From an optimization exercise on the open Yosys and OpenROAD flow, aimed at small area; shortcuts taken in it are not production practice.
Where RTL was checked, it was by simulation tests only, not by an equivalence proof against the original.
The RTL of runs 1, 2 and 5 was laid out without a check of its function.
Power and IR drop assume default switching activity. No driver is modelled on the clock port, so clocking that relies on it looks cheaper here than on a real chip.

==> design.v <==
`default_nettype none
package apb_pkg;
  localparam int WAIT_CNT_W = 4;
  typedef enum logic [1:0] {
    MST_IDLE   = 2'd0,
    MST_SETUP  = 2'd1,
    MST_ACCESS = 2'd2
  } apb_mst_state_t;
  typedef enum logic [0:0] {
    IDLE   = 1'b0,
    ACCESS = 1'b1
  } apb_slv_state_t;
endpackage
`default_nettype wire
`default_nettype none
module apb_mem_array #(
  parameter int DATA_WIDTH = 32,
  parameter int RINGS      = 12
) (
  input  logic                  clk,
  input  logic                  rst_n,
  input  logic                  we,
  input  logic [3:0]            wring,
  input  logic [1:0]            wslot,
  input  logic [DATA_WIDTH-1:0] wdata,    
  input  logic                  rvalid,
  input  logic [3:0]            rring,
  input  logic [1:0]            rslot,
  output logic [DATA_WIDTH-1:0] rdata
);
  localparam int W = DATA_WIDTH;
  logic [RINGS*W-1:0] p0, p1, p2, p3;
  logic [1:0]         u;           
  logic [1:0]         u_in;        
  logic [1:0]         clr_cnt;
  logic               clear;
  logic               pend;
  logic [3:0]         pend_ring;
  logic [1:0]         pend_slot;
  logic [W-1:0]       wbuf;
  logic               now_ok;      
  logic               pend_go;     
  logic [RINGS-1:0]   ins;
  logic [W-1:0]       ins_data;
  assign u_in     = u - 2'd1;
  assign clear    = !rst_n || (clr_cnt != 2'd0);
  assign now_ok   = (wslot == u_in);
  assign pend_go  = pend && (pend_slot == u_in);
  assign ins_data = clear ? '0 : wbuf;
  always_comb begin
    for (int r = 0; r < RINGS; r++) begin
      ins[r] = clear ||
               (we   && now_ok && (wring == 4'(r))) ||
               (pend_go && (pend_ring == 4'(r)));
    end
  end
  always_ff @(posedge clk) begin
    for (int r = 0; r < RINGS; r++) begin
      p0[r*W +: W] <= ins[r] ? ins_data : p3[r*W +: W];
    end
    p1 <= p0;
    p2 <= p1;
    p3 <= p2;
  end
  always_ff @(posedge clk) begin
    if (!rst_n) begin
      u       <= 2'd0;
      clr_cnt <= 2'd3;
      pend    <= 1'b0;
    end else begin
      u <= u_in;
      if (clr_cnt != 2'd0) clr_cnt <= clr_cnt - 2'd1;
      if (we && !now_ok) begin
        pend      <= 1'b1;
        pend_ring <= wring;
        pend_slot <= wslot;
      end else if (pend_go) begin
        pend <= 1'b0;
      end
    end
  end
  always_ff @(posedge clk) begin
    if (!pend || pend_go) wbuf <= wdata;
  end
  logic [W-1:0] tap;
  logic [W-1:0] rcap;
  logic         rd_hit;
  logic         hit_q;
  logic         ok_q;
  always_comb begin
    tap = '0;
    for (int r = 0; r < RINGS; r++) begin
      if (rring == 4'(r)) tap = tap | p0[r*W +: W];
    end
  end
  assign rd_hit = (rslot == u);
  always_ff @(posedge clk) begin
    if (rd_hit) rcap <= tap;
    hit_q <= (rslot == u_in);
    ok_q  <= rvalid;
  end
  assign rdata = ok_q ? (hit_q ? tap : rcap) : '0;
endmodule
`default_nettype wire
`default_nettype none
module apb_slave_mem #(
  parameter int ADDR_WIDTH  = 16,
  parameter int DATA_WIDTH  = 32,
  parameter int MEM_DEPTH   = 64,
  parameter int RO_BASE     = 48,
  parameter int WAIT_STATES = 2
) (
  input  logic                  pclk,
  input  logic                  preset_n,
  input  logic                  psel,
  input  logic                  penable,
  input  logic                  pwrite,
  input  logic [ADDR_WIDTH-1:0] paddr,
  input  logic [DATA_WIDTH-1:0] pwdata,
  output logic [DATA_WIDTH-1:0] prdata,
  output logic                  pready,
  output logic                  pslverr
);
  logic [1:0] cnt;
  logic       setup;
  logic       in_rw;      
  logic       in_mem;     
  logic       addr_err;
  assign setup    = psel && !penable;
  assign in_mem   = ({1'b0, paddr} < (ADDR_WIDTH+1)'(MEM_DEPTH));
  assign in_rw    = ({1'b0, paddr} < (ADDR_WIDTH+1)'(RO_BASE));
  assign addr_err = pwrite ? !in_rw : !in_mem;
  assign pready  = preset_n && psel && penable && (cnt == 2'(WAIT_STATES + 1));
  assign pslverr = addr_err;
  always_ff @(posedge pclk) begin
    if (!preset_n || !psel) begin
      cnt <= 2'd0;
    end else if (!penable) begin
      cnt <= 2'd1;
    end else if (cnt == 2'(WAIT_STATES + 1)) begin
      cnt <= 2'd0;
    end else if (cnt != 2'd0) begin
      cnt <= cnt + 2'd1;
    end
  end
  apb_mem_array #(
    .DATA_WIDTH (DATA_WIDTH),
    .RINGS      (RO_BASE / 4)
  ) u_mem (
    .clk    (pclk),
    .rst_n  (preset_n),
    .we     (pready && pwrite && in_rw),
    .wring  (paddr[5:2]),
    .wslot  (paddr[1:0]),
    .wdata  (pwdata),
    .rvalid (in_rw),
    .rring  (paddr[5:2]),
    .rslot  (paddr[1:0]),
    .rdata  (prdata)
  );
endmodule
`default_nettype wire
==> run.sh <==
#!/bin/bash
# synth_recipe.tcl (not shown) runs the flow's synth.tcl, then flattens the netlist and writes it again
# the make line also repeats each setting of config.mk as NAME=value (left out here)
make -C /OpenROAD-flow-scripts/flow DESIGN_CONFIG=/design/flow/config.mk WORK_HOME=/design/flow/orfs CLKGATE_MAP_FILE= SYNTH_SCRIPT=/design/flow/synth_recipe.tcl finish
==> config.mk <==
export PLATFORM = sky130hd
export DESIGN_NAME = apb_slave_mem
export DESIGN_NICKNAME = apb_slave_mem
export VERILOG_FILES = /design/flow/design.v
export SDC_FILE = /design/flow/constraint.sdc
export NUM_CORES = 4
export LEC_CHECK = 0
export ABC_AREA = 1
export CAP_MARGIN = 20
export CORE_MARGIN = 2
export CORE_UTILIZATION = 40
export CTS_BUF_LIST = sky130_fd_sc_hd__clkbuf_4
export SLEW_MARGIN = 20
==> constraint.sdc <==
create_clock -name core_clock -period 5.0 [get_ports {pclk}]
set_input_delay 1.0000 -clock core_clock [delete_from_list [all_inputs] [get_ports {pclk}]]
set_output_delay 1.0000 -clock core_clock [all_outputs]
set_load 0.01 [all_outputs]
==> results.txt, run 1 <==
postcts setup bufs=0; Syn Nets=4,072; Seq cells post-synth=between 1,500 and 2,000; cts repair resizes=0; hold slack=between 200 and 300 ps; Std-Cell Rows=between 100 and 150; first-pass GRT wire length=about 190,000 um; mean post-synth cell area=~11 um2; outcome=no timing/DRC/antenna violations; Die Y=between 300 and 400 um; Pins Over Slew Limit=0; Area Growth Syn to Fin=17.38%; synth warn=2; CP endpoint kind=output port; maximum vdd drop=about 220 uV; pin count of the biggest net entering global routing=approximately 120; Iteration-0 DRC Markers=2,559; via count=between 20,000 and 30,000; DR vias/cell=between 4 and 5; drt first pass iters=5; I/O pins=87; antenna viol nets, final=0; slowest stage delay, CP=570 ps; Leak=22.54 nW; Slew @ Worst Pin=approximately 1100 ps; die width=333.7 um; Clk Latency, worst-skew pair=1230 ps; clock sinks=around 1,600; Inserted Clock Buffers=roughly 390; Relative slew margins=around 23%; crit-path cells=clkdlybuf4s50_1 -> inv_1 -> nand2_1 -> nor2_4 -> buf_12 -> nand2_1 -> nand2_1 -> nor2_1 -> nand3_1 -> nor2_1 -> nor2_1 -> clkdlybuf4s50_1; HPWL after DPL=around 70,000 um; FMAX=0.2127 GHz; Initial Util=between 40% and 50%; # hold bufs at CTS=0; slowest CP cell=clkdlybuf4s50_1; post-route minimum period=around 4700 ps; grt total ovfl=0; total track usage=between 20% and 30%; Routed WL per cell=between 20 and 25 um; Core ar.=~110,000 um2; mapped cell area=between 40,000 and 50,000 um2; unrepaired setup endpoints after global routing=no; WS Path Type=in2out; worst path required time=approximately 4000 ps; drt total wl=roughly 130,000 um; Power per Cell Area=around 480 nW/um2; end-of-flow core utilization=47.48%; H-tree Lvls=5; Tcrit/Tclk final=a little over nine tenths; # setup viols final=0; GPL Wtd Cong=a little over 0.8; Root Driver=clkbuf_4; HP Class=reg2reg; DRC=0; max_cap viols=0; CP arrival=about 3700 ps; share of cells above drive strength 1=approximately 16%; endpoints failing hold=0; CP max FO=33; Worst Path Buf+Inv=4; Unique masters post-synth=22; clock-pin slew on the worst setup and hold paths=approximately 70 ps; CTS tree=yes; I/O Buffers=between 80 and 90; initial antenna violation count=5; Clock Skew=roughly 120 ps; Post-Route Setup TNS=0 ps; Final nets=4,417; sequential-to-total area share from yosys stat=between 70% and 80%; crit-path leading delay family=buffers and inverters; Clock Tree Buf Depth=4; Synth Instances=4,016; critical path startpoint category=primary input; vias in the first global route=about 29,000; DIE AREA=111,400 um2
[flip-flops by register name, summed over array words and instances, names as in the netlist, 4 cells and up]
register	cells
u_mem.rcap	32
u_mem.p2	384
u_mem.p3	384
u_mem.pend_ring	4
u_mem.p1	384
u_mem.p0	384
u_mem.wbuf	32
[cell families (layout without fill, tap and decap cells)]
kind of cell | after synthesis | count (layout) | share of synthesized area, %
DFF | 1615 | 1615 | 75.96
xor gates and xnor gates | 3 | 3 | 0.06043
and+or+nand+nor | 2062 | 2062 | 20.59
other | 0 | 10 | 0
adders and majority gates | 3 | 3 | 0.08633
buffers and inverters | 291 | 897 | 2.814
AOI/OAI and AO/OA | 42 | 42 | 0.4920
[final timing paths]
check | from | to | slack, ps | cells after the start
min | u_mem.p2[10] | u_mem.p3[10] | 260 | 0
max reg2reg | u_mem.u[0] | u_mem.p0[109] | 2110 | 11
max | paddr[5] | prdata[30] | 300 | 12
min reg2reg | u_mem.p2[10] | u_mem.p3[10] | 260 | 0
[stage by stage]
stage	cells	instance area (um2)	total power, mW	worst slack (ps)
after global placement	5367	46300	14.47	300.9
after floorplan	4016	43490	14.10	1784
final	6035	51040	24.46	299.0
after detailed placement	5367	46310	14.49	249.0
after global routing	6030	51030	25.45	164.1
after CTS	6024	51000	24.65	255.8
[final cells by class]
type	count	area, um2
multi-input combinational	2110	9394
fill	10000	56460
sequential	1615	33030
antenna	10	25.02
tap	1403	1755
clock inverter	104	539.3
inverter	55	214.0
clock buffer	553	4151
timing repair buffer	185	1929
[cell usage in the layout (no fill, tap or decap), types with 3 or more instances in the layout]
cell,count
nand4_1,396
nor2_4,13
nand2_1,1372
edfxtp_1,70
inv_2,5
xor2_1,3
buf_4,73
clkdlybuf4s50_1,86
a21oi_1,4
clkinvlp_4,5
clkinv_2,8
dfxtp_1,1543
clkinv_1,80
bufinv_16,4
nand3_4,8
ha_1,3
diode_2,10
inv_1,53
nor2_2,10
o21ai_0,37
nor2_1,208
clkbuf_4,553
nand3_2,16
nand3_1,36
buf_12,26
[synth_stat cells, drive strengths merged]
library cell	number	area (um2)
nor2	231	872.1
buf	44	296.5
xor2	3	26.28
a21oi	4	20.02
dfxtp	1545	30930
o21ai	37	185.2
ha	3	37.54
a2111oi	1	8.760
nor4	1	6.260
inv	55	206.4
edfxtp	70	2102
clkbuf	192	720.7
nand4	396	2477
nand2	1374	5157
nand3	60	440.4
[per-layer routing]
layer  track usage (%)  wire (um)  vias up
li1                  -          -    13890
met1             32.08      57960    14330
met2             34.67      56630     1160
met3             4.848      10070      212
met4             7.351       2511        0
met5                 0          0        -
[worst register-to-register path, delay by kind of cell (launching register included)]
kind | cells | cell delay, ps
AND/OR/NAND/NOR | 8 | 1410
buffers and inverters | 3 | 860
flip-flops | 1 | 430
[report_power, final]
group	total (mW)	switching [mW]	internal, mW
registers	13.6	0.151	13.4
logic	0.647	0.481	0.166
clock network	10.3	4.97	5.28
==> run 2, diff against run 1 <==
--- a/config.mk
+++ b/config.mk
@@ -5,9 +5,7 @@
 export SDC_FILE = /design/flow/constraint.sdc
 export NUM_CORES = 4
 export LEC_CHECK = 0
-export ABC_AREA = 1
 export CAP_MARGIN = 20
 export CORE_MARGIN = 2
 export CORE_UTILIZATION = 40
-export CTS_BUF_LIST = sky130_fd_sc_hd__clkbuf_4
 export SLEW_MARGIN = 20
==> run 2 against run 1 <==
- clock skew decreased by 99 ps
- synthesized cell count decreased by 21%
- global-route usage decreased by 4.7 points
- combinational power decreased by 31%
- first-iteration DRC count decreased by 44%
- critical path type unchanged
- hold slack improved by 46 ps
- cell count decreased by 20%
- power increased by 0.95%
- area after synthesis decreased by 1.7%
- register-to-register slack got worse by 280 ps
- critical endpoint is now prdata[9]
- non-clock buffer count decreased by 8
- utilization increased by 0.30 points
==> results.txt, run 2 <==
Std-Cell Rows=119 (-0.83%); vias in the first global route=23,270 (-21%); top cells by area, synth=dfxtp_1, mux2i_1, edfxtp_1, nand2_1, a22oi_1; post-layout instance count excluding filler cells=4,802 (-20%); Die Y=331.0 um (-0.83%); placed cell count=4,541 (-15%); Sequential Area=33,030 um2 (unchanged); FMAX=0.2066 GHz (-2.9%); FFs w/ async S/R, synth=0% (unchanged); antenna viol nets, final=0 (unchanged); post-synth top area cell=dfxtp_1; largest family of logic cells by synthesized area=multiplexers; # setup viols final=0 (unchanged); footprint of the multi-input gates=8986 um2 (-4.3%); commonest non-fill, non-tap cell in the layout=dfxtp_1; DIE AREA=109,500 um2 (-1.6%); HP Class=reg2reg; synth warn=2 (unchanged); clock-pin slew on the worst setup and hold paths=70 ps (about the same); clock share of power=45.4% (+3.5 points); clock sinks=1,615 (unchanged); Worst Path Buf+Inv=5 (+1); mapped cell area=42,760 um2 (-1.7%); slowest CP cell=clkdlybuf4s50_1; Clk Latency, worst-skew pair=740 ps (-490 ps); drt total wl=98,690 um (-22%); crit-path leading delay family=buffers and inverters; postcts setup bufs=0 (unchanged); CTS tree=yes; outcome=no timing/DRC/antenna violations; Synth Area in Compound Gates=6.759% (+6.3 points); Synth Instances=3,169 (-21%); Gate power share=1.8% (-0.8 points); multiplexer share of the synthesized area=8.336% (+8.3 points); simple-gate portion of the synthesized area=5.469% (-15 points); top-area cell type share of the netlist area=72.33% (+1.2 points); grt total ovfl=0 (unchanged); Placed Instance Area=45,620 um2 (-1.5%); CP max FO=20 (-39%); I/O pins=87 (unchanged); endpoints failing hold=0 (unchanged); GPL Wtd Cong=0.7362 (-8.6%); Area Growth Syn to Fin=18.12%; post-route minimum period=4839 ps (+138.3 ps); WS Path Type=in2out; hold slack=305.7 ps (+46.02 ps); I/O Buffers=86 (unchanged); Final nets=3,355 (-24%); register share of total power=52.8% (-2.6 points); sequential-to-total area share from yosys stat=77.24% (+1.3 points); Tcrit/Tclk final=96.79% (+2.8 points); Layout fillers=9,307 (-6.9%); pin count of the biggest net entering global routing=58 (-53%); max_cap viols=0 (unchanged); Seq cells post-synth=1,615 (unchanged); CP arrival=3840 ps (+140 ps); total track usage=18.01% (-4.7 points); global route hottest layer=met2; worst path required time=4000 ps (about the same); net switching power=5.074 mW (-9.4%); Clock Skew=24.79 ps (-98.87 ps); first-pass GRT wire length=147,700 um (-21%); DR vias/cell=4.772 (-2.7%); EDFF count, synth=70 (unchanged); mean post-synth cell area=13.49 um2 (+25%); Core ar.=105,700 um2 (-1.7%); unrepaired setup endpoints after global routing=no; count leader, synth=dfxtp_1; grt met2 use=28.13% (-6.5 points); share of cells above drive strength 1=10.26% (-5.5 points); DRC=0 (unchanged); maximum vdd drop=312.9 uV (+40%); Relative slew margins=25.43% (+2.2 points); final instance area=50,510 um2 (-1.0%); Initial Util=40.45% (about the same); critical path startpoint category=primary input; die width=331.0 um (-0.83%); XOR/XNOR Fraction of Synth Area=0.1024% (+0.042 points); Syn Nets=3,225 (-21%); Adder-Cell Fraction of Synth Area=0.08778% (+0.0015 points); met1 Track Usage GR=25.54% (-6.5 points); via count=22,920 (-23%); H-tree Lvls=4 (-1); Clock Tree Buf Depth=3 (-1); Net Sw Frac=20.55% (-2.4 points); Leak=20.98 nW (-6.9%); synth cell count leaders=dfxtp_1, nand2_1, mux2i_1; slowest stage delay, CP=530 ps (-40 ps); Routed WL per cell=20.55 um (-2.5%); Iteration-0 DRC Markers=1,434 (-44%); Inserted Clock Buffers=147 (-63%); initial antenna violation count=1 (-4); GR Util met3=3.006% (-1.8 points); HPWL after DPL=56,960 um (-18%); Post-Route Setup TNS=0 ps (unchanged); Internal Power=19.62 mW (+4.0%); crit-path cells=clkdlybuf4s50_1 -> buf_12 -> nor2_1 -> and2_2 -> buf_12 -> a22oi_1 -> a2bb2oi_1 -> a31oi_1 -> buf_4 -> clkdlybuf4s50_1; CP endpoint kind=output port; Slew @ Worst Pin=1115 ps (-32.90 ps); drt first pass iters=5 (unchanged); Root Driver=clkbuf_16; diode count=0 (-10); Pins Over Slew Limit=0 (unchanged); # hold bufs at CTS=0 (unchanged); most frequent cells in the layout=dfxtp_1, nand2_1, mux2i_1; cts repair resizes=0 (unchanged); Unique masters post-synth=45 (+100%); Power per Cell Area=488.8 nW/um2 (+2.0%); dominant synthesized flop cell=dfxtp_1
==> run 2: changes by cell type in the layout (fill, tap and decap cells not counted), moves of 160 or more <==
cell      change
a22oi_1     +160
nand4_1     -392
nor2_1      -160
mux2i_1     +355
clkbuf_4    -553
nand2_1     -888
==> run 2: logic make-up (layout without fill, tap and decap cells) <==
| kind of cell | count (synthesis) | in the layout |
|---|---|---|
| AO/OA/AOI/OAI | 401 | 401 |
| XOR/XNOR | 5 | 5 |
| adder cells (fa/ha/maj) | 3 | 3 |
| buffers and inverters | 202 | 444 |
| flip-flops | 1615 | 1615 |
| multiplexers | 356 | 356 |
| AND/OR/NAND/NOR | 587 | 587 |
==> run 2: final timing paths <==
kind                  from       endpoint  slack, ps  depth (start not counted)
max               paddr[2]      prdata[9]        160                         10
min          u_mem.p2[180]  u_mem.p3[180]        310                          0
max reg2reg     u_mem.u[1]  u_mem.p0[214]       1830                          6
min reg2reg  u_mem.p2[180]  u_mem.p3[180]        310                          0
==> run 2: cell type report <==
cell class	instances	share of cell area [%]
Tap cell	1391	3.446
Multi-Input combinational cell	1352	17.79
Timing Repair Buffer	177	3.632
Clock inverter	40	0.9587
Clock buffer	221	8.727
Sequential cell	1615	65.40
Inverter	6	0.04459
==> run 2: per-stage QoR <==
step	util (%)	power (mW)	worst slack [ps]
2_1_floorplan	-	13.50	1123
3_3_place_gp	43.15	13.77	194.4
3_5_place_dp	43.15	13.77	180.4
4_1_cts	47.78	24.89	153.6
5_1_grt	47.78	25.43	50.42
6_report	47.78	24.69	160.7
==> run 2: routing by layer <==
metal  up-vias  share of wire [%]
li1      10950                  -
met1     11290                 49
met2       506                 45
met3       166                4.3
met4         0                2.2
met5         -                  0
==> run 2: power by group through the flow <==
stage          Combinational [mW]  Sequential [mW]  Clock, mW
3_3_place_gp                0.445             13.3          0
3_5_place_dp                0.446             13.3          0
5_1_grt                     0.467             13.0       11.9
2_1_floorplan               0.204             13.3          0
4_1_cts                     0.448             13.0       11.4
6_report                    0.445             13.0       11.2
==> run 3, diff against run 2 <==
--- a/design.v
+++ b/design.v
@@ -85,21 +85,17 @@
   logic [W-1:0] tap;
   logic [W-1:0] rcap;
   logic         rd_hit;
-  logic         hit_q;
-  logic         ok_q;
   always_comb begin
     tap = '0;
     for (int r = 0; r < RINGS; r++) begin
-      if (rring == 4'(r)) tap = tap | p0[r*W +: W];
+      if (rvalid && rring == 4'(r)) tap = tap | p0[r*W +: W];
     end
   end
   assign rd_hit = (rslot == u);
   always_ff @(posedge clk) begin
     if (rd_hit) rcap <= tap;
-    hit_q <= (rslot == u_in);
-    ok_q  <= rvalid;
   end
-  assign rdata = ok_q ? (hit_q ? tap : rcap) : '0;
+  assign rdata = rd_hit ? tap : rcap;
 endmodule
 `default_nettype wire
 `default_nettype none
==> run 3 against run 2 <==
- still clean
- largest power group unchanged
- sequential share of layout area fell by 2.0 points
- count of clock-buffer cells in the layout up 20
- flip-flop and latch count down 2
- hold slack got worse by 2.0 ps
==> results.txt, run 3 <==
outcome=no timing/DRC/antenna violations; grt total ovfl=0 (unchanged); H-tree Lvls=4 (unchanged); HPWL after DPL=66,850 um (+17%); commonest non-fill, non-tap cell in the layout=dfxtp_1; DRC=0 (unchanged); # hold bufs at CTS=0 (unchanged); synth cell count leaders=dfxtp_1, nand2_1, mux2i_1; CTS tree=yes; CP Capture Point=prdata[7]; Unique masters post-synth=61 (+36%); Iteration-0 DRC Markers=1,660 (+16%); I/O Buffers=86 (unchanged); footprint of the multi-input gates=9432 um2 (+5.0%); via count=23,420 (+2.2%); Reg-to-Reg Start=cnt[0]; I/O pins=87 (unchanged); HP Class=reg2reg; post-route minimum period=4956 ps (+117.0 ps); Power per Cell Area=492.2 nW/um2 (+0.68%); Area Growth Syn to Fin=20.91%; FMAX=0.2018 GHz (-2.4%); clock-pin slew on the worst setup and hold paths=70 ps (about the same); DIE AREA=109,200 um2 (-0.32%); Seq cells post-synth=1,613 (-0.12%); Slew @ Worst Pin=1108 ps (-7.392 ps); post-synth top area cell=dfxtp_1; unrepaired setup endpoints after global routing=yes; EDFF count, synth=38 (-46%); total track usage=19.62% (+1.6 points); CP endpoint kind=output port; Clock Skew=33.31 ps (+8.516 ps); Initial Util=40.43% (about the same); Sequential Area=32,670 um2 (-1.1%); top cells by area, synth=dfxtp_1, mux2i_1, nand2_1, edfxtp_1, a22oi_1; CP arrival=3960 ps (+120 ps); Tcrit/Tclk final=99.12% (+2.3 points); Placement Setup Slack=-58.29 ps (-238.7 ps); most frequent cells in the layout=dfxtp_1, nand2_1, mux2i_1; sequential-to-total area share from yosys stat=76.65% (-0.59 points); count leader, synth=dfxtp_1; Layout fillers=9,128 (-1.9%); WS Path Type=in2out; FFs w/ async S/R, synth=0% (unchanged); Final WS setup=43.76 ps (-117.0 ps); Synth Instances=3,116 (-1.7%); Leak=21.86 nW (+4.2%); register-to-register setup slack=1680 ps (-150 ps); Critical path origin=paddr[14]; Syn Nets=3,172 (-1.6%); critical path startpoint category=primary input; die width=330.4 um (-0.16%); Pins Over Slew Limit=0 (unchanged); dominant synthesized flop cell=dfxtp_1; pin count of the biggest net entering global routing=71 (+22%); Post-Route Setup TNS=0 ps (unchanged); # setup viols final=0 (unchanged); synth warn=2 (unchanged); Routed WL per cell=21.95 um (+6.8%); Clk Latency, worst-skew pair=750 ps (about the same); total power=25.36 mW (+2.7%); Relative slew margins=25.90% (+0.47 points); Final nets=3,412 (+1.7%); initial antenna violation count=1 (unchanged); post-layout instance count excluding filler cells=4,866 (+1.3%); antenna viol nets, final=0 (unchanged); worst-case reg-to-reg path depth=8 (+2); first-pass GRT wire length=157,100 um (+6.4%); share of cells above drive strength 1=13.47% (+3.2 points); drt total wl=106,800 um (+8.2%); Std-Cell Rows=119 (unchanged); Die Y=330.4 um (-0.16%); WHS Path Cells=0 (unchanged); endpoints failing hold=0 (unchanged); vias in the first global route=23,610 (+1.4%); placed cell count=4,593 (+1.1%); worst path required time=4000 ps (about the same); DR vias/cell=4.813 (+0.86%); CP max FO=19 (-5.0%); clock sinks=1,613 (-0.12%); Clock Tree Buf Depth=3 (unchanged); maximum vdd drop=326.0 uV (+4.2%); Inserted Clock Buffers=152 (+3.4%); Root Driver=clkbuf_16; mean post-synth cell area=13.68 um2 (+1.4%); mapped cell area=42,620 um2 (-0.32%); max_cap viols=0 (unchanged); GPL Wtd Cong=0.8327 (+13%); FF-to-FF End=u_mem.p0[382]; end-of-flow core utilization=48.89% (+1.1 points); Core ar.=105,400 um2 (-0.28%); top-area cell type share of the netlist area=73.97% (+1.6 points); drt first pass iters=5 (unchanged)
[run 3: cell type report]
type	instances	area share [%]
inverter	5	0.03642
timing repair buffer	262	5.079
multi-input combinational	1322	18.30
tap	1391	3.377
antenna	1	0.004856
clock inverter	31	0.7089
clock buffer	241	9.095
sequential	1613	63.40
[run 3: worst min-delay path by stage]
stage | startpoint | endpoint | slack, ps
floorplan | u_mem.p1[0] | u_mem.p2[0] | 310
global placement | u_mem.p1[91] | u_mem.p2[91] | 310
detailed placement | u_mem.p1[41] | u_mem.p2[41] | 310
CTS | u_mem.p1[252] | u_mem.p2[252] | 300
global route | u_mem.p2[181] | u_mem.p3[181] | 310
finish | u_mem.p1[252] | u_mem.p2[252] | 300
[run 3: layer usage]
layer / global-route usage, % / wire length [um] / vias up
li1: - / - / 11050
met1: 27.70 / 51020 / 11590
met2: 30.02 / 47150 / 609
met3: 4.012 / 5574 / 173
met4: 6.620 / 3081 / 0
met5: 0 / 0 / -
[run 3: worst max-delay path, cell delays in order]
cell             delay (ps)
clkdlybuf4s50_1         440
or4_4                   570
buf_12                  180
nor4_2                  320
buf_4                   280
a22oi_1                 110
and3_1                  210
a21oi_1                 140
buf_4                   150
clkdlybuf4s50_1         530
[run 3: kinds of logic after synthesis]
| kind of cell | Yosys count | share of synthesized area [%] |
|---|---|---|
| multiplexers | 435 | 10.28 |
| adder cells (fa/ha/maj) | 3 | 0.08807 |
| buffers and inverters | 181 | 1.864 |
| flip-flops | 1613 | 76.65 |
| AND/OR/NAND/NOR | 622 | 6.423 |
| XOR/XNOR | 5 | 0.1027 |
| AO/OA/AOI/OAI | 257 | 4.594 |
[run 3: power breakdown]
part	switching [mW]	internal, mW	leakage, nW
clock network	4.76	6.71	2.48
registers	0.0311	13.0	13.1
logic	0.519	0.355	6.29
total	5.31	20.1	21.9
[run 3: stage by stage]
stage | instance area [um2] | hold slack [ps]
floorplan | 42620 | 309.6
global placement | 46440 | 309.7
detailed placement | 46440 | 312.1
CTS | 51500 | 300.3
global route | 51530 | 307.9
finish | 51530 | 303.7
[run 3: timing repair]
action / in CTS / in global routing
setup endpoints to repair: 7 / 14
resized for setup: 4 / 8
setup buffers: 0 / 0
pin swaps: 0 / 1
endpoints found under the hold margin: 0 / 0
==> run 4, diff against run 3 <==
--- a/design.v
+++ b/design.v
@@ -33,7 +33,8 @@
   logic [1:0]         u;           
   logic [1:0]         u_in;        
   logic [1:0]         clr_cnt;
-  logic               clear;
+  logic               clear;       
+  logic [RINGS-1:0]   stale;       
   logic               pend;
   logic [3:0]         pend_ring;
   logic [1:0]         pend_slot;
@@ -43,10 +44,10 @@
   logic [RINGS-1:0]   ins;
   logic [W-1:0]       ins_data;
   assign u_in     = u - 2'd1;
-  assign clear    = !rst_n || (clr_cnt != 2'd0);
+  assign clear    = (clr_cnt != 2'd0);
   assign now_ok   = (wslot == u_in);
   assign pend_go  = pend && (pend_slot == u_in);
-  assign ins_data = clear ? '0 : wbuf;
+  assign ins_data = wbuf;
   always_comb begin
     for (int r = 0; r < RINGS; r++) begin
       ins[r] = clear ||
@@ -64,12 +65,16 @@
   end
   always_ff @(posedge clk) begin
     if (!rst_n) begin
-      u       <= 2'd0;
+      u       <= 2'd3;
       clr_cnt <= 2'd3;
       pend    <= 1'b0;
+      stale   <= '1;
     end else begin
       u <= u_in;
       if (clr_cnt != 2'd0) clr_cnt <= clr_cnt - 2'd1;
+      for (int r = 0; r < RINGS; r++) begin
+        if (ins[r] && u_in == 2'd3) stale[r] <= 1'b0;
+      end
       if (we && !now_ok) begin
         pend      <= 1'b1;
         pend_ring <= wring;
@@ -80,22 +85,27 @@
     end
   end
   always_ff @(posedge clk) begin
-    if (!pend || pend_go) wbuf <= wdata;
+    if (!rst_n || clr_cnt[1]) wbuf <= '0;
+    else if (!pend || pend_go) wbuf <= wdata;
   end
   logic [W-1:0] tap;
   logic [W-1:0] rcap;
   logic         rd_hit;
+  logic         hit_q;
+  logic         ok_q;
   always_comb begin
     tap = '0;
     for (int r = 0; r < RINGS; r++) begin
-      if (rvalid && rring == 4'(r)) tap = tap | p0[r*W +: W];
+      if (rring == 4'(r) && !(rslot == 2'd3 && stale[r])) tap = tap | p0[r*W +: W];
     end
   end
   assign rd_hit = (rslot == u);
   always_ff @(posedge clk) begin
     if (rd_hit) rcap <= tap;
+    hit_q <= (rslot == u_in);
+    ok_q  <= rvalid;
   end
-  assign rdata = rd_hit ? tap : rcap;
+  assign rdata = ok_q ? (hit_q ? tap : rcap) : '0;
 endmodule
 `default_nettype wire
 `default_nettype none
==> run 4 against run 3 <==
- still clean on timing, DRC and antenna
- area after synthesis rose by 2.7%
- power is 9.2% higher
- hold slack better by 5.1 ps
- die area rose by 2.7%
- register-to-register slack better by 330 ps
- sequential share of layout area increased by 0.32 points
- non-clock buffer count fell by 87
- synthesized cell count decreased by 5.1%
- design area is 0.37% higher
- critical path depth fell by 2
- combinational power grew 45%
- critical path type unchanged
- critical endpoint is now prdata[25]
- largest power group unchanged
==> results.txt, run 4 <==
dominant synthesized flop cell=dfxtp_1; HP Start=u_mem.p2[107]; clock-pin slew on the worst setup and hold paths=60 ps (about the same); postcts setup bufs=0 (unchanged); post-synth top area cell=dfxtp_1; worst path required time=4000 ps (about the same); Clock Skew=37.70 ps (+4.390 ps); HP Class=reg2reg; Iteration-0 DRC Markers=1,414 (-15%); WHS Path Cells=0 (unchanged); Tcrit/Tclk final=96.19% (-2.9 points); WS Path Type=in2out; CTS tree=yes; cts repair resizes=0 (-4); share of cells above drive strength 1=25.15% (+12 points); Seq cells post-synth=1,627 (+0.87%); max_cap viols=0 (unchanged); register share of total power=52.8% (+1.4 points); synth cell count leaders=dfxtp_1, nand3_1, mux2_2; Final nets=3,171 (-7.1%); mapped cell area=43,780 um2 (+2.7%); DRC=0 (unchanged); CP arrival=3810 ps (-150 ps); Syn Nets=3,013 (-5.0%); Internal Power=21.63 mW (+7.8%); post-layout instance count excluding filler cells=4,655 (-4.3%); maximum vdd drop=401.6 uV (+23%); Gate power share=4.6% (+1.2 points); DR vias/cell=4.786 (-0.56%); outcome=no timing/DRC/antenna violations; net switching power=6.076 mW (+15%); DIE AREA=112,100 um2 (+2.7%); Std-Cell Rows=121 (+1.7%); top cells by area, synth=dfxtp_1, mux2_4, mux2_2, nand3_1, edfxtp_1; antenna viol nets, final=0 (unchanged); post-route minimum period=4810 ps (-146.6 ps); via count=22,280 (-4.9%); H-tree Lvls=4 (unchanged); Inserted Clock Buffers=155 (+2.0%); count leader, synth=dfxtp_1; critical path startpoint category=primary input; initial antenna violation count=4 (+3); Initial Util=40.27% (-0.16 points); vias in the first global route=22,380 (-5.2%); # hold bufs at CTS=0 (unchanged); clock sinks=1,627 (+0.87%); drt first pass iters=5 (unchanged); first-pass GRT wire length=146,200 um (-6.9%); commonest non-fill, non-tap cell in the layout=dfxtp_1; Power per Cell Area=535.6 nW/um2 (+8.8%); Net Sw Frac=21.93% (+1.0 points); diode count=0 (-1); GPL Wtd Cong=0.7443 (-11%); Routed WL per cell=21.24 um (-3.3%); CP max FO=10 (-9); FMAX=0.2079 GHz (+3.0%); unrepaired setup endpoints after global routing=no; endpoints failing hold=0 (unchanged); Root Driver=clkbuf_16; HPWL after DPL=58,310 um (-13%); Die Y=334.8 um (+1.3%); clock share of power=42.6% (-2.6 points); CP endpoint kind=output port; pin count of the biggest net entering global routing=34 (-52%); Clk Latency, worst-skew pair=740 ps (about the same); top-area cell type share of the netlist area=72.67% (-1.3 points); Pins Over Slew Limit=0 (unchanged); Synth Instances=2,956 (-5.1%); Critical path origin=paddr[5]; total track usage=17.67% (-2.0 points); sequential-to-total area share from yosys stat=75.27% (-1.4 points); EDFF count, synth=38 (unchanged); drt total wl=98,860 um (-7.5%); mean post-synth cell area=14.81 um2 (+8.3%); total power=27.71 mW (+9.2%); Unique masters post-synth=50 (-18%); Post-Route Setup TNS=0 ps (unchanged); Leak=20.49 nW (-6.3%); FFs w/ async S/R, synth=0% (unchanged); Core ar.=108,700 um2 (+3.1%); I/O Buffers=86 (unchanged); I/O pins=87 (unchanged); Relative slew margins=30.06% (+4.2 points); most frequent cells in the layout=dfxtp_1, nand3_1, mux2_2; Area Growth Syn to Fin=18.16%; # setup viols final=0 (unchanged); die width=334.8 um (+1.3%); synth warn=2 (unchanged); Slew @ Worst Pin=1049 ps (-58.50 ps); end-of-flow core utilization=47.58% (-1.3 points); worst-case reg-to-reg path depth=8 (unchanged); Reg-to-Reg Start=u_mem.u[0]; Clock Tree Buf Depth=3 (unchanged); placed cell count=4,371 (-4.8%); grt total ovfl=0 (unchanged)
==> run 4: worst paths after layout <==
check,endpoint,slack [ps]
worst min-delay path,u_mem.p3[107],310
worst max register to register,u_mem.wbuf[24],2010
worst max-delay path,prdata[25],190
worst min register to register,u_mem.p3[107],310
==> run 4: power by group through the flow <==
stage                     sequential, mW  combinational [mW]  clock [mW]
after floorplan                     14.7               0.902           0
after global placement              14.9                1.26           0
after detailed placement            14.9                1.27           0
after CTS                           14.6                1.28        12.0
after global routing                14.7                1.34        12.6
final                               14.6                1.27        11.8
==> run 4: kinds of logic after synthesis <==
family | Yosys count | share of synthesized area (%)
AO/OA/AOI/OAI | 168 | 3.447
XOR/XNOR | 7 | 0.1401
adder cells (fa/ha/maj) | 4 | 0.1143
buffers and inverters | 194 | 2.392
flip-flops | 1627 | 75.27
multiplexers | 386 | 11.50
AND/OR/NAND/NOR | 570 | 7.137
==> run 4: metrics by stage <==
| stage | hold WS [ps] | cell area [um2] | setup slack, ps |
|---|---|---|---|
| final | 308.8 | 51720 | 190.3 |
| after global routing | 311.8 | 51720 | 127.5 |
| after CTS | 310.4 | 51720 | 195.1 |
| after detailed placement | 312.1 | 46480 | 203.3 |
| after global placement | 309.6 | 46480 | 223.4 |
| after floorplan | 309.6 | 43780 | 1565 |
==> run 4: worst max-delay path, stage by stage <==
cell	delay, ps
clkdlybuf4s50_1	570
and4bb_2	430
and2_2	490
buf_4	280
a22oi_1	100
nand4_1	120
o31a_1	230
clkdlybuf4s50_1	570
==> run 4: routing by layer <==
metal | track usage [%] | up-vias | routed length (um)
met5 | 0 | - | 0
met3 | 3.342 | 170 | 5208
met1 | 25.56 | 11030 | 48370
met2 | 26.21 | 584 | 42560
li1 | - | 10500 | -
met4 | 6.440 | 0 | 2720
==> run 4: layout make-up <==
class / count / area, um2
clock inverter: 73 / 809.5
clock buffer: 211 / 4436
multi-input combinational: 1135 / 9901
fill: 9388 / 56980
sequential: 1627 / 32950
tap: 1414 / 1769
inverter: 20 / 75.07
timing repair buffer: 175 / 1779
==> run 5, diff against run 4 <==
--- a/design.v
+++ b/design.v
@@ -29,12 +29,11 @@
   output logic [DATA_WIDTH-1:0] rdata
 );
   localparam int W = DATA_WIDTH;
-  logic [RINGS*W-1:0] p0, p1, p2, p3;
+  logic [RINGS*W-1:0] p0;
   logic [1:0]         u;           
   logic [1:0]         u_in;        
   logic [1:0]         clr_cnt;
-  logic               clear;       
-  logic [RINGS-1:0]   stale;       
+  logic               clear;
   logic               pend;
   logic [3:0]         pend_ring;
   logic [1:0]         pend_slot;
@@ -44,10 +43,10 @@
   logic [RINGS-1:0]   ins;
   logic [W-1:0]       ins_data;
   assign u_in     = u - 2'd1;
-  assign clear    = (clr_cnt != 2'd0);
+  assign clear    = !rst_n || (clr_cnt != 2'd0);
   assign now_ok   = (wslot == u_in);
   assign pend_go  = pend && (pend_slot == u_in);
-  assign ins_data = wbuf;
+  assign ins_data = clear ? '0 : wbuf;
   always_comb begin
     for (int r = 0; r < RINGS; r++) begin
       ins[r] = clear ||
@@ -55,26 +54,22 @@
                (pend_go && (pend_ring == 4'(r)));
     end
   end
-  always_ff @(posedge clk) begin
-    for (int r = 0; r < RINGS; r++) begin
-      p0[r*W +: W] <= ins[r] ? ins_data : p3[r*W +: W];
-    end
-    p1 <= p0;
-    p2 <= p1;
-    p3 <= p2;
+  for (genvar r = 0; r < RINGS; r++) begin : g_ring
+    apb_mem_ring #(.W(W)) u_ring (
+      .clk  (clk),
+      .ins  (ins[r]),
+      .din  (ins_data),
+      .pos0 (p0[r*W +: W])
+    );
   end
   always_ff @(posedge clk) begin
     if (!rst_n) begin
-      u       <= 2'd3;
+      u       <= 2'd0;
       clr_cnt <= 2'd3;
       pend    <= 1'b0;
-      stale   <= '1;
     end else begin
       u <= u_in;
       if (clr_cnt != 2'd0) clr_cnt <= clr_cnt - 2'd1;
-      for (int r = 0; r < RINGS; r++) begin
-        if (ins[r] && u_in == 2'd3) stale[r] <= 1'b0;
-      end
       if (we && !now_ok) begin
         pend      <= 1'b1;
         pend_ring <= wring;
@@ -85,8 +80,7 @@
     end
   end
   always_ff @(posedge clk) begin
-    if (!rst_n || clr_cnt[1]) wbuf <= '0;
-    else if (!pend || pend_go) wbuf <= wdata;
+    if (!pend || pend_go) wbuf <= wdata;
   end
   logic [W-1:0] tap;
   logic [W-1:0] rcap;
@@ -96,7 +90,7 @@
   always_comb begin
     tap = '0;
     for (int r = 0; r < RINGS; r++) begin
-      if (rring == 4'(r) && !(rslot == 2'd3 && stale[r])) tap = tap | p0[r*W +: W];
+      if (rring == 4'(r)) tap = tap | p0[r*W +: W];
     end
   end
   assign rd_hit = (rslot == u);
@@ -106,6 +100,22 @@
     ok_q  <= rvalid;
   end
   assign rdata = ok_q ? (hit_q ? tap : rcap) : '0;
+endmodule
+module apb_mem_ring #(
+  parameter int W = 32
+) (
+  input  logic         clk,
+  input  logic         ins,
+  input  logic [W-1:0] din,
+  output logic [W-1:0] pos0
+);
+  logic [W-1:0] pos1, pos2, pos3;
+  always_ff @(posedge clk) begin
+    pos0 <= ins ? din : pos3;
+    pos1 <= pos0;
+    pos2 <= pos1;
+    pos3 <= pos2;
+  end
 endmodule
 `default_nettype wire
 `default_nettype none
--- a/config.mk
+++ b/config.mk
@@ -9,3 +9,4 @@
 export CORE_MARGIN = 2
 export CORE_UTILIZATION = 40
 export SLEW_MARGIN = 20
+export SYNTH_HIERARCHICAL = 1
==> run 5 against run 4 <==
- still clean on timing, DRC and antenna
- critical endpoint is now prdata[16]
- first-iteration DRC count down 20%
- critical path type unchanged
- clock power about the same
- critical path depth down 2
- clock skew down 14 ps
- non-clock buffer count down 33
- via count down 5.3%
- largest power group unchanged
- die area up 2.8%
- sequential share of layout area down 0.40 points
==> results.txt, run 5 <==
Reg-to-Reg Start=u_mem.u[1]; critical path startpoint category=primary input; HP Start=u_mem.g_ring[11].u_ring.pos2[1]; worst-case reg-to-reg path depth=6 (-2); Core ar.=112,000 um2 (+3.1%); FF-to-FF End=u_mem.g_ring[4].u_ring.pos0[30]; I/O pins=87 (unchanged); synth cell count leaders=dfxtp_1, mux2_4, nand3b_1; hold slack=306.6 ps (-2.145 ps); Die Y=339.5 um (+1.4%); Synth Instances=2,821 (-4.6%); max_cap viols=0 (unchanged); Relative slew margins=29.30% (-0.76 points); outcome=no timing/DRC/antenna violations; footprint of the multi-input gates=10,590 um2 (+7.0%); Sequential Area=33,040 um2 (+0.25%); Routed WL per cell=20.45 um (-3.7%); Placed Instance Area=47,050 um2 (+1.2%); Pins Over Slew Limit=0 (unchanged); Post-Route Setup TNS=0 ps (unchanged); initial antenna violation count=6 (+2); Layout fillers=9,801 (+4.4%); Initial Util=40.19% (-0.082 points); Syn Nets=2,877 (-4.5%); EDFF count, synth=70 (+84%); Hold Crit Endpoint=u_mem.g_ring[11].u_ring.pos3[1]; HP Class=reg2reg; Clk Latency, worst-skew pair=740 ps (about the same); register-to-register setup slack=1900 ps (-110 ps); endpoints failing hold=0 (unchanged); Inserted Clock Buffers=152 (-1.9%); postcts setup bufs=0 (unchanged); WHS Path Cells=0 (unchanged); drt first pass iters=5 (unchanged); CP max FO=32 (+22); drt total wl=93,900 um (-5.0%); Gate power share=3.2% (-1.4 points); Unique masters post-synth=47 (-6.0%); H-tree Lvls=4 (unchanged); DRC=0 (unchanged); CP endpoint kind=output port; final instance area=52,180 um2 (+0.88%); post-route minimum period=4525 ps (-284.4 ps); worst path required time=4000 ps (about the same); Slew @ Worst Pin=1061 ps (+11.42 ps); total power=25.98 mW (-6.2%); unrepaired setup endpoints after global routing=no; share of cells above drive strength 1=24.68% (-0.46 points); Root Driver=clkbuf_16; WS Path Type=in2out; net switching power=5.494 mW (-9.6%); Power per Cell Area=497.9 nW/um2 (-7.0%); Leak=21.29 nW (+3.9%); Std-Cell Rows=123 (+1.7%); mapped cell area=45,030 um2 (+2.9%); Final nets=3,023 (-4.7%); Net Sw Frac=21.15% (-0.78 points); end-of-flow core utilization=46.57% (-1.0 points); antenna viol nets, final=0 (unchanged); mean post-synth cell area=15.96 um2 (+7.8%); Seq cells post-synth=1,615 (-0.74%); total track usage=16.23% (-1.4 points); most frequent cells in the layout=dfxtp_1, mux2_4, clkbuf_16; first-pass GRT wire length=140,000 um (-4.3%); vias in the first global route=21,620 (-3.4%); pin count of the biggest net entering global routing=74 (+120%); Clock Tree Buf Depth=3 (unchanged); die width=339.5 um (+1.4%); DR vias/cell=4.597 (-4.0%); Area Growth Syn to Fin=15.88%; clock sinks=1,615 (-0.74%); clock share of power=44.3% (+1.7 points); sequential-to-total area share from yosys stat=73.36% (-1.9 points); cts repair resizes=0 (unchanged); # hold bufs at CTS=0 (unchanged); CTS tree=yes; register share of total power=52.5% (-0.3 points); FFs w/ async S/R, synth=0% (unchanged); CP arrival=3530 ps (-280 ps); dominant synthesized flop cell=dfxtp_1; clock-pin slew on the worst setup and hold paths=60 ps (about the same); maximum vdd drop=311.3 uV (-22%); GPL Wtd Cong=0.7171 (-3.7%); Clock Skew=23.33 ps (-14.37 ps); HPWL after DPL=52,240 um (-10%); top cells by area, synth=dfxtp_1, mux2_4, edfxtp_1, nand3b_1, buf_12; FMAX=0.2210 GHz (+6.3%); Tcrit/Tclk final=90.51% (-5.7 points); commonest non-fill, non-tap cell in the layout=dfxtp_1; top-area cell type share of the netlist area=68.69% (-4.0 points); grt total ovfl=0 (unchanged); # setup viols final=0 (unchanged); DIE AREA=115,300 um2 (+2.8%); Iteration-0 DRC Markers=1,131 (-20%); I/O Buffers=86 (unchanged); synth warn=9 (+7); post-synth top area cell=dfxtp_1; Internal Power=20.49 mW (-5.3%); count leader, synth=dfxtp_1; via count=21,110 (-5.3%)
-- run 5: cells by family (layout without fill, tap and decap cells) --
logic type                 Yosys count  count (layout)  share of synthesized area, %
DFF                               1615            1615                         73.36
muxes                              388             388                         12.70
and+or+nand+nor                    346             346                         5.560
AOI/OAI and AO/OA                  306             306                         4.710
buffers and inverters              156             426                         3.454
xor gates and xnor gates             7               7                        0.1362
adders and majority gates            3               3                       0.08337
other                                0               1                             0
-- run 5: power by group through the flow --
| stage | Clock (mW) | Sequential, mW | Combinational (mW) |
|---|---|---|---|
| 3_5_place_dp | 0 | 13.9 | 0.835 |
| 3_3_place_gp | 0 | 13.9 | 0.827 |
| 5_1_grt | 12.3 | 13.7 | 0.871 |
| 2_1_floorplan | 0 | 13.8 | 0.614 |
| 4_1_cts | 11.7 | 13.6 | 0.840 |
| 6_report | 11.5 | 13.6 | 0.829 |
-- run 5: area by class of cell --
type                       count  area share [%]
timing repair buffer         142           2.916
antenna                        1        0.004796
multi-input combinational   1050           20.30
sequential                  1615           63.31
tap                         1500           3.597
inverter                       6         0.04316
clock inverter                49           1.065
clock buffer                 229           8.757
-- run 5: worst max path at each step --
| stage | from | to |
|---|---|---|
| after global routing | paddr[4] | prdata[16] |
| after detailed placement | paddr[4] | prdata[16] |
| after CTS | paddr[4] | prdata[16] |
| after global placement | paddr[4] | prdata[16] |
| after floorplan | paddr[2] | prdata[10] |
| final | paddr[4] | prdata[16] |
-- run 5: critical path: stages --
cell and delay (ps):
buf_4 320, or2b_4 760, a21oi_1 130, nor4_2 450, a31oi_1 250, clkdlybuf4s50_1 570
-- run 5: layer usage --
layer / global-route usage [%] / share of wire (%) / up-vias
met5: 0 / 0 / -
met4: 5.365 / 2.2 / 0
met3: 2.985 / 4.4 / 130
met2: 24.90 / 44 / 418
met1: 23.10 / 49 / 10470
li1: - / - / 10090
-- run 5: stage by stage --
step / instances / worst slack [ps]
6_report: 4592 / 474.7
3_3_place_gp: 4313 / 413.3
5_1_grt: 4592 / 357.2
2_1_floorplan: 2821 / 1832
4_1_cts: 4591 / 427.3
3_5_place_dp: 4313 / 426.9
==> run 6, diff against run 5 <==
--- a/design.v
+++ b/design.v
@@ -29,11 +29,12 @@
   output logic [DATA_WIDTH-1:0] rdata
 );
   localparam int W = DATA_WIDTH;
-  logic [RINGS*W-1:0] p0;
+  logic [RINGS*W-1:0] p0, p1, p2, p3;
   logic [1:0]         u;           
   logic [1:0]         u_in;        
   logic [1:0]         clr_cnt;
-  logic               clear;
+  logic               clear;       
+  logic [RINGS-1:0]   stale;       
   logic               pend;
   logic [3:0]         pend_ring;
   logic [1:0]         pend_slot;
@@ -43,10 +44,10 @@
   logic [RINGS-1:0]   ins;
   logic [W-1:0]       ins_data;
   assign u_in     = u - 2'd1;
-  assign clear    = !rst_n || (clr_cnt != 2'd0);
+  assign clear    = (clr_cnt != 2'd0);
   assign now_ok   = (wslot == u_in);
   assign pend_go  = pend && (pend_slot == u_in);
-  assign ins_data = clear ? '0 : wbuf;
+  assign ins_data = wbuf;
   always_comb begin
     for (int r = 0; r < RINGS; r++) begin
       ins[r] = clear ||
@@ -54,22 +55,26 @@
                (pend_go && (pend_ring == 4'(r)));
     end
   end
-  for (genvar r = 0; r < RINGS; r++) begin : g_ring
-    apb_mem_ring #(.W(W)) u_ring (
-      .clk  (clk),
-      .ins  (ins[r]),
-      .din  (ins_data),
-      .pos0 (p0[r*W +: W])
-    );
+  always_ff @(posedge clk) begin
+    for (int r = 0; r < RINGS; r++) begin
+      p0[r*W +: W] <= ins[r] ? ins_data : p3[r*W +: W];
+    end
+    p1 <= p0;
+    p2 <= p1;
+    p3 <= p2;
   end
   always_ff @(posedge clk) begin
     if (!rst_n) begin
-      u       <= 2'd0;
+      u       <= 2'd3;
       clr_cnt <= 2'd3;
       pend    <= 1'b0;
+      stale   <= '1;
     end else begin
       u <= u_in;
       if (clr_cnt != 2'd0) clr_cnt <= clr_cnt - 2'd1;
+      for (int r = 0; r < RINGS; r++) begin
+        if (ins[r] && u_in == 2'd3) stale[r] <= 1'b0;
+      end
       if (we && !now_ok) begin
         pend      <= 1'b1;
         pend_ring <= wring;
@@ -80,7 +85,8 @@
     end
   end
   always_ff @(posedge clk) begin
-    if (!pend || pend_go) wbuf <= wdata;
+    if (!rst_n || clr_cnt[1]) wbuf <= '0;
+    else if (!pend || pend_go) wbuf <= wdata;
   end
   logic [W-1:0] tap;
   logic [W-1:0] rcap;
@@ -90,7 +96,7 @@
   always_comb begin
     tap = '0;
     for (int r = 0; r < RINGS; r++) begin
-      if (rring == 4'(r)) tap = tap | p0[r*W +: W];
+      if (rring == 4'(r) && !(rslot == 2'd3 && stale[r])) tap = tap | p0[r*W +: W];
     end
   end
   assign rd_hit = (rslot == u);
@@ -100,22 +106,6 @@
     ok_q  <= rvalid;
   end
   assign rdata = ok_q ? (hit_q ? tap : rcap) : '0;
-endmodule
-module apb_mem_ring #(
-  parameter int W = 32
-) (
-  input  logic         clk,
-  input  logic         ins,
-  input  logic [W-1:0] din,
-  output logic [W-1:0] pos0
-);
-  logic [W-1:0] pos1, pos2, pos3;
-  always_ff @(posedge clk) begin
-    pos0 <= ins ? din : pos3;
-    pos1 <= pos0;
-    pos2 <= pos1;
-    pos3 <= pos2;
-  end
 endmodule
 `default_nettype wire
 `default_nettype none
==> flow/run.sh (new file) <==
#!/bin/bash
# Own layout flow: the standard ORFS flow (standard.sh), with
#  - synthesis: synth_recipe.tcl unchanged except that the final abc mapping
#    uses an area-oriented script (flow/area.abc) instead of abc_speed.script;
#    registers, flattening and renaming are as in the standard synthesis;
#  - CTS without dummy loads;
#  - CTS, port buffer and repair settings from the variables below.
# Each tool's full output stays in orfs/logs/; make's output goes to make.log.
set -euo pipefail
W=$(pwd)
mkdir -p "$W/areasynth"
# synth.tcl with its abc call replaced by flow/abc_call.tcl
awk -v f="$W/flow/abc_call.tcl" '
  /^  log_cmd abc \{\*\}\$abc_args$/ { while ((getline l < f) > 0) print l; next }
  { print }' "$FLOW_HOME/scripts/synth.tcl" > "$W/areasynth/synth_core.tcl"
grep -q AREA_ABC_SCRIPT "$W/areasynth/synth_core.tcl"
sed "s|^source \$::env(SCRIPTS_DIR)/synth.tcl\$|source $W/areasynth/synth_core.tcl|" \
  "$W/synth_recipe.tcl" > "$W/areasynth/synth.tcl"
grep -q "areasynth/synth_core.tcl" "$W/areasynth/synth.tcl"
export AREA_ABC_SCRIPT="$W/flow/area.abc"

CTS="-sink_clustering_enable -repair_clock_nets -dont_use_dummy_load"
[[ -n "${MY_CTS_EXTRA:-}" ]] && CTS="$CTS $MY_CTS_EXTRA"
source "$W/flow/knobs.sh"

bash "$W/standard.sh" \
  SYNTH_SCRIPT="$W/areasynth/synth.tcl" \
  CTS_ARGS="$CTS $CTS_EXTRA" \
  "${EXTRA_VARS[@]}" \
  finish > "$W/make.log" 2>&1
==> flow/abc_call.tcl (new file) <==
  # Area-oriented mapping: the same abc arguments without the speed script
  # and delay target, and this folder's area.abc script instead.
  set area_abc_args {}
  set skip 0
  foreach a $abc_args {
    if { $skip } { set skip 0; continue }
    if { $a eq "-script" || $a eq "-D" } { set skip 1; continue }
    lappend area_abc_args $a
  }
  log_cmd abc -script $::env(AREA_ABC_SCRIPT) {*}$area_abc_args
==> flow/area.abc (new file) <==
strash; dch; amap; topo
==> flow/knobs.sh (new file) <==
# extra settings read by run.sh
CTS_EXTRA=""
EXTRA_VARS=()
==> standard.sh (new file) <==
#!/bin/bash
# synth_recipe.tcl (not shown) runs the flow's synth.tcl, then flattens the netlist and writes it again
# the make line also repeats each setting of config.mk as NAME=value (left out here)
make -C /OpenROAD-flow-scripts/flow DESIGN_CONFIG=/design/flow/config.mk WORK_HOME=/design/flow/orfs CLKGATE_MAP_FILE= SYNTH_SCRIPT=/design/flow/synth_recipe.tcl "${@:-finish}"
--- a/config.mk
+++ b/config.mk
@@ -9,4 +9,3 @@
 export CORE_MARGIN = 2
 export CORE_UTILIZATION = 40
 export SLEW_MARGIN = 20
-export SYNTH_HIERARCHICAL = 1
removed: run.sh
==> run 6 against run 5 <==
- via count increased by 3.2%
- sequential power increased by 18%
- count of clock-buffer cells in the layout decreased by 80
- flip-flop and latch count increased by 12
- critical path depth increased by 6
- largest cell class unchanged
- hold slack got worse by 24 ps
- global-route usage increased by 0.45 points
- still clean on timing, DRC and antenna
- clock skew increased by 36 ps
- setup slack got worse by 350 ps
- critical path type unchanged
- area after synthesis decreased by 11%
- sequential share of layout area increased by 6.1 points
- power increased by 2.8%
- critical endpoint is now prdata[5]
==> results.txt, run 6 <==
count leader, synth=dfxtp_1; first-pass GRT wire length=129,700 um (-7.3%); post-route minimum period=4876 ps (+350.6 ps); XOR/XNOR Fraction of Synth Area=0% (-0.14 points); top-area cell type share of the netlist area=79.73% (+11 points); CP endpoint kind=output port; HPWL after DPL=50,690 um (-3.0%); drt total wl=85,160 um (-9.3%); met1 WL=42,640 um (-7.6%); EDFF count, synth=38 (-46%); WS Path Type=in2out; initial antenna violation count=3 (-3); worst path required time=4000 ps (about the same); placed cell count=4,443 (+3.0%); Leak=19.47 nW (-8.5%); H-tree Lvls=4 (unchanged); Hold Crit Endpoint=u_mem.p3[109]; post-synth top area cell=dfxtp_1; Inserted Clock Buffers=149 (-2.0%); Synth Area in Compound Gates=10.62% (+5.9 points); top cells by area, synth=dfxtp_1, a21oi_1, nor2_1, edfxtp_1, clkinv_1; FF-to-FF End=u_mem.p0[162]; I/O pins=87 (unchanged); Core ar.=98,560 um2 (-12%); Slew @ Worst Pin=1089 ps (+28.97 ps); pin count of the biggest net entering global routing=66 (-11%); DRC=0 (unchanged); Root Driver=clkbuf_16; GPL Wtd Cong=0.7904 (+10%); Relative slew margins=27.37% (-1.9 points); Clock Tree Buf Depth=3 (unchanged); maximum vdd drop=271.4 uV (-13%); end-of-flow core utilization=48.18% (+1.6 points); Power per Cell Area=562.5 nW/um2 (+13%); FMAX=0.2051 GHz (-7.2%); Seq cells post-synth=1,627 (+0.74%); total power=26.71 mW (+2.8%); Synth Instances=2,988 (+5.9%); multiplexer share of the synthesized area=0% (-13 points); Pins Over Slew Limit=0 (unchanged); Iteration-0 DRC Markers=1,375 (+22%); I/O Buffers=86 (unchanged); die width=319.8 um (-5.8%); unrepaired setup endpoints after global routing=no; HP Start=u_mem.p2[109]; hold slack=283.0 ps (-23.61 ps); most frequent cells in the layout=dfxtp_1, nor2_1, a21oi_1; max_cap viols=0 (unchanged); CP arrival=3880 ps (+350 ps); grt total ovfl=0 (unchanged); share of cells above drive strength 1=8.044% (-17 points); CP max FO=22 (-31%); sequential-to-total area share from yosys stat=82.59% (+9.2 points); Reg-to-Reg Start=u_mem.u[0]; mean post-synth cell area=13.35 um2 (-16%); clock-pin slew on the worst setup and hold paths=60 ps (about the same); Routed WL per cell=18.54 um (-9.3%); max layer used=met4; Syn Nets=3,045 (+5.8%); antenna viol nets, final=0 (unchanged); clock sinks=1,627 (+0.74%); mapped cell area=39,900 um2 (-11%); largest family of logic cells by synthesized area=compound AO/OA/AOI/OAI gates; critical path startpoint category=primary input; Clock Skew=58.86 ps (+35.54 ps); endpoints failing hold=0 (unchanged); Initial Util=40.48% (+0.29 points); WHS Path Cells=0 (unchanged); diode count=0 (-1); Final nets=3,366 (+11%); total track usage=16.68% (+0.45 points); simple-gate portion of the synthesized area=5.513% (-0.047 points); post-layout instance count excluding filler cells=4,594 (+0.044%); outcome=no timing/DRC/antenna violations; HP Class=reg2reg; Adder-Cell Fraction of Synth Area=0.1254% (+0.042 points); Std-Cell Rows=115 (-6.5%); vias in the first global route=21,670 (+0.25%); Post-Route Setup TNS=0 ps (unchanged); via count=21,780 (+3.2%); CTS tree=yes; synth cell count leaders=dfxtp_1, nor2_1, a21oi_1; synth warn=2 (-7); dominant synthesized flop cell=dfxtp_1; DR vias/cell=4.741 (+3.1%); routed wl met3=4983 um (+20%); drt first pass iters=7 (+2); metal2 WL=35,540 um (-14%); Die Y=319.8 um (-5.8%); FFs w/ async S/R, synth=0% (unchanged); Tcrit/Tclk final=97.52% (+7.0 points); Clk Latency, worst-skew pair=720 ps (-20 ps); DIE AREA=102,300 um2 (-11%); # setup viols final=0 (unchanged); register-to-register setup slack=1850 ps (-50 ps); worst-case reg-to-reg path depth=10 (+4); Area Growth Syn to Fin=19.02%; commonest non-fill, non-tap cell in the layout=dfxtp_1; Unique masters post-synth=30 (-36%)
[run 6: cell types whose count changed in the layout (fill, tap and decap cells not counted), sizes merged, moves of 63 or more]
cell / previous run / this run
nor2: 11 / 418
mux2: 385 / 0
a21oi: 97 / 417
a22o: 64 / 1
clkbuf: 229 / 149
clkinv: 36 / 121
nand3b: 129 / 0
[run 6: how the worst max path moves through the flow]
stage	from	to	slack, ps	depth (start not counted)
3_5_place_dp	paddr[4]	prdata[27]	-40	10
4_1_cts	paddr[4]	prdata[27]	20	10
2_1_floorplan	paddr[10]	u_mem.stale[0]	90	8
3_3_place_gp	paddr[4]	prdata[21]	-330	10
6_report	paddr[5]	prdata[5]	120	12
5_1_grt	paddr[5]	prdata[5]	1	12
[run 6: final cells by class]
cell class                 instances  area [um2]
clock buffer                     149        3729
fill                            8469       51080
inverter                         123       462.9
multi-input combinational       1238        6880
sequential                      1627       32950
tap                             1287        1610
timing repair buffer             170        1849
[run 6: metrics by stage]
step | setup slack, ps | instance area, um2
finish | 124.1 | 47490
global route | 1.160 | 47490
global placement | -332.1 | 43660
CTS | 16.75 | 47460
detailed placement | -42.56 | 43720
floorplan | 93.11 | 39900
[run 6: critical path: stages]
cell	delay [ps]
clkdlybuf4s50_1	500
clkinv_1	150
buf_4	180
nand4_1	220
a31oi_4	70
buf_12	180
a22oi_1	260
nand2_1	100
a21oi_1	240
nand3_1	200
o221a_1	260
clkdlybuf4s50_1	490
[run 6: cell families (layout without fill, tap and decap cells)]
kind of cell / after synthesis / in the layout
adders and majority gates: 4 / 4
DFF: 1627 / 1627
AOI/OAI and AO/OA: 677 / 677
and+or+nand+nor: 557 / 557
buffers and inverters: 123 / 442
[run 6: per-layer routing]
layer,global-route usage [%],vias up
met5,0,-
met4,5.388,0
met3,3.774,126
met2,24.43,489
met1,24.35,10400
li1,-,10760
[run 6: where the power goes]
group | switching [mW] | internal, mW
logic | 0.859 | 0.447
registers | 0.709 | 15.3
clock network | 4.20 | 5.22
total | 5.77 | 20.9
[run 6: what timing repair did]
action | CTS | global route
gates resized for setup | 0 | 7
hold buffers | 0 | 0
endpoints found under the setup margin | 2 | 24
buffers inserted | 1 | 1
pin swaps | 0 | 2
==> run 7, diff against run 6 <==
==> flow/knobs.sh (replaced) <==
CTS_EXTRA="-sink_clustering_size 30 -sink_clustering_max_diameter 100"
EXTRA_VARS=(BUFFER_PORTS_ARGS="-buffer_cell sky130_fd_sc_hd__buf_1")
--- a/config.mk
+++ b/config.mk
@@ -5,7 +5,7 @@
 export SDC_FILE = /design/flow/constraint.sdc
 export NUM_CORES = 4
 export LEC_CHECK = 0
-export CAP_MARGIN = 20
+export CAP_MARGIN = 0
 export CORE_MARGIN = 2
 export CORE_UTILIZATION = 40
-export SLEW_MARGIN = 20
+export SLEW_MARGIN = 0
==> run 7 against run 6 <==
- combinational power down 6%
- setup slack better by 80 ps
- die area did not move
- design area down 6.8%
- cell count is 2.9% lower
- via count shrank 3.0%
==> results.txt, run 7 <==
FFs w/ async S/R, synth=0% (unchanged); hold slack=265.4 ps (-17.66 ps); maximum vdd drop=275.4 uV (+1.5%); synth warn=2 (unchanged); Initial Util=40.48% (unchanged); top cells by area, synth=dfxtp_1, a21oi_1, nor2_1, edfxtp_1, clkinv_1; cell depth of the worst setup path=8 (-4); most frequent CP cell=buf_1; CP arrival=3800 ps (-80 ps); Synth Area in Compound Gates=10.62% (unchanged); outcome=no timing/DRC/antenna violations; Die Y=319.8 um (unchanged); drt first pass iters=5 (-2); count leader, synth=dfxtp_1; Worst Path Buf+Inv=3 (-2); Critical path origin=paddr[2]; Slew @ Worst Pin=1137 ps (+47.21 ps); Layout fillers=8,821 (+4.2%); GPL Wtd Cong=0.7335 (-7.2%); HP Class=reg2reg; pin count of the biggest net entering global routing=66 (unchanged); Sequential Area=32,950 um2 (unchanged); Final nets=3,233 (-4.0%); Power per Cell Area=517.5 nW/um2 (-8.0%); crit-path leading delay family=compound AO/OA/AOI/OAI gates; I/O pins=87 (unchanged); vias in the first global route=20,320 (-6.2%); mapped cell area=39,900 um2 (unchanged); Root Driver=clkbuf_16; # setup viols final=0 (unchanged); Seq cells post-synth=1,627 (unchanged); drt total wl=81,300 um (-4.5%); total track usage=15.69% (-0.99 points); post-route minimum period=4796 ps (-79.68 ps); XOR/XNOR Fraction of Synth Area=0% (unchanged); DR vias/cell=4.737 (about the same); Adder-Cell Fraction of Synth Area=0.1254% (unchanged); commonest non-fill, non-tap cell in the layout=dfxtp_1; critical path startpoint category=primary input; mean post-synth cell area=13.35 um2 (unchanged); worst path required time=4000 ps (about the same); first-pass GRT wire length=124,000 um (-4.4%); H-tree Lvls=2 (-2); simple-gate portion of the synthesized area=5.513% (unchanged); die width=319.8 um (unchanged); clock-pin slew on the worst setup and hold paths=110 ps (+50 ps); slowest stage delay, CP=970 ps (+470 ps); Area Growth Syn to Fin=10.90%; endpoints failing hold=0 (unchanged); synth cell count leaders=dfxtp_1, nor2_1, a21oi_1; Syn Nets=3,045 (unchanged); FF-to-FF End=u_mem.stale[6]; max_cap viols=0 (unchanged); slowest CP cell=a31oi_4; via count=21,130 (-3.0%); Synth Instances=2,988 (unchanged); antenna viol nets, final=0 (unchanged); footprint of the multi-input gates=6870 um2 (-0.15%); diode count=0 (unchanged); DRC=0 (unchanged); largest family of logic cells by synthesized area=compound AO/OA/AOI/OAI gates; worst-case reg-to-reg path depth=11 (+1); # hold bufs at CTS=0 (unchanged); Routed WL per cell=18.23 um (-1.7%); clock sinks=1,627 (unchanged); DIE AREA=102,300 um2 (unchanged); postcts setup bufs=0 (-1); Pins Over Slew Limit=0 (unchanged); Std-Cell Rows=115 (unchanged); I/O Buffers=86 (unchanged); Leak=17.86 nW (-8.3%); share of cells above drive strength 1=4.096% (-3.9 points); HPWL after DPL=46,580 um (-8.1%); Tcrit/Tclk final=95.92% (-1.6 points); FMAX=0.2085 GHz (+1.7%); Unique masters post-synth=30 (unchanged); register-to-register setup slack=1720 ps (-130 ps); CP endpoint kind=output port; Inserted Clock Buffers=60 (-60%); Clock Tree Buf Depth=3 (unchanged); Post-Route Setup TNS=0 ps (unchanged); Placement Setup Slack=269.0 ps (+311.5 ps); post-synth top area cell=dfxtp_1; unrepaired setup endpoints after global routing=no; post-layout instance count excluding filler cells=4,461 (-2.9%); Iteration-0 DRC Markers=1,444 (+5.0%); CTS tree=yes; Reg-to-Reg Start=u_mem.u[0]; top-area cell type share of the netlist area=79.73% (unchanged); multiplexer share of the synthesized area=0% (unchanged); Core ar.=98,560 um2 (unchanged); placed cell count=4,401 (-0.95%); CP max FO=19 (-14%); grt total ovfl=0 (unchanged); Relative slew margins=24.22% (-3.1 points); CP Capture Point=prdata[24]; sequential-to-total area share from yosys stat=82.59% (unchanged); EDFF count, synth=38 (unchanged); most frequent cells in the layout=dfxtp_1, nor2_1, a21oi_1; dominant synthesized flop cell=dfxtp_1; initial antenna violation count=0 (-3); WS Path Type=in2out; Clk Latency, worst-skew pair=640 ps (-80 ps); Final WS setup=203.8 ps (+79.68 ps); crit-path cells=buf_1 -> nand4_1 -> a31oi_4 -> buf_4 -> a222oi_1 -> nand3_1 -> o221a_1 -> buf_1; Clock Skew=55.15 ps (-3.714 ps); cts repair resizes=0 (unchanged)
==> run 7: cell count changes in the layout (fill, tap and decap cells not counted), sizes merged <==
cell / before / now
dlymetal6s2s: 4 / 0
inv: 2 / 1
clkbuf: 149 / 60
clkinv: 121 / 122
buf: 84 / 126
clkdlybuf4s50: 82 / 0
==> run 7: worst register-to-register path, delay by kind of cell (launching register included) <==
family          cells  cell delay [ps]
simple gates        4              340
compound gates      2             1320
buf+inv             4              720
flops               1              430
fa+ha+maj           1              350
==> run 7: cell families after synthesis <==
| group | Yosys count |
|---|---|
| flip-flops | 1627 |
| AO/OA/AOI/OAI | 677 |
| AND/OR/NAND/NOR | 557 |
| buffers and inverters | 123 |
| adder cells (fa/ha/maj) | 4 |
==> run 7: through the flow <==
step / cell area, um2 / util [%] / total power, mW
after floorplan: 39900 / - / 16.79
after CTS: 44250 / 44.89 / 23.11
after global routing: 44250 / 44.89 / 23.91
after detailed placement: 42750 / 43.37 / 17.47
after global placement: 42750 / 43.37 / 17.39
final: 44250 / 44.89 / 22.90
==> run 7: cell type report <==
cell class / count / area share (%)
clock buffer: 60 / 3.393
timing repair buffer: 126 / 1.917
sequential: 1627 / 74.48
multi-input combinational: 1238 / 15.53
inverter: 123 / 1.046
tap: 1287 / 3.639
==> run 7: how the worst min path moves through the flow <==
stage | from | end | cells past startpoint | slack (ps)
after CTS | u_mem.p2[240] | u_mem.p3[240] | 0 | 270
after floorplan | u_mem.p1[0] | u_mem.p2[0] | 0 | 310
after detailed placement | u_mem.p2[169] | u_mem.p3[169] | 0 | 310
final | u_mem.p2[240] | u_mem.p3[240] | 0 | 270
after global placement | u_mem.p1[118] | u_mem.p2[118] | 0 | 310
after global routing | u_mem.p2[240] | u_mem.p3[240] | 0 | 280
==> run 7: layer usage <==
layer / vias to the layer above / GRT usage [%] / wire (um) / share of wire (%)
li1: 10480 / - / - / -
met1: 10260 / 24.03 / 42470 / 52
met2: 307 / 23.81 / 34550 / 42
met3: 75 / 2.153 / 3279 / 4.0
met4: 0 / 2.715 / 1002 / 1.2
met5: - / 0 / 0 / 0
==> run 7: report_power, final <==
group,total [mW],internal (mW),switching [mW]
Clock,5.73,2.16,3.57
Combinational,1.23,0.399,0.834
Sequential,15.9,15.2,0.690

Setup slack of run 7, layout unchanged: 0.204 ns with ideal ports, 0.182 ns with driving cells assumed (clock clkbuf_16, inputs buf_2), 0.182 ns with port delays also shifted by the 0.685 ns mid clock arrival.
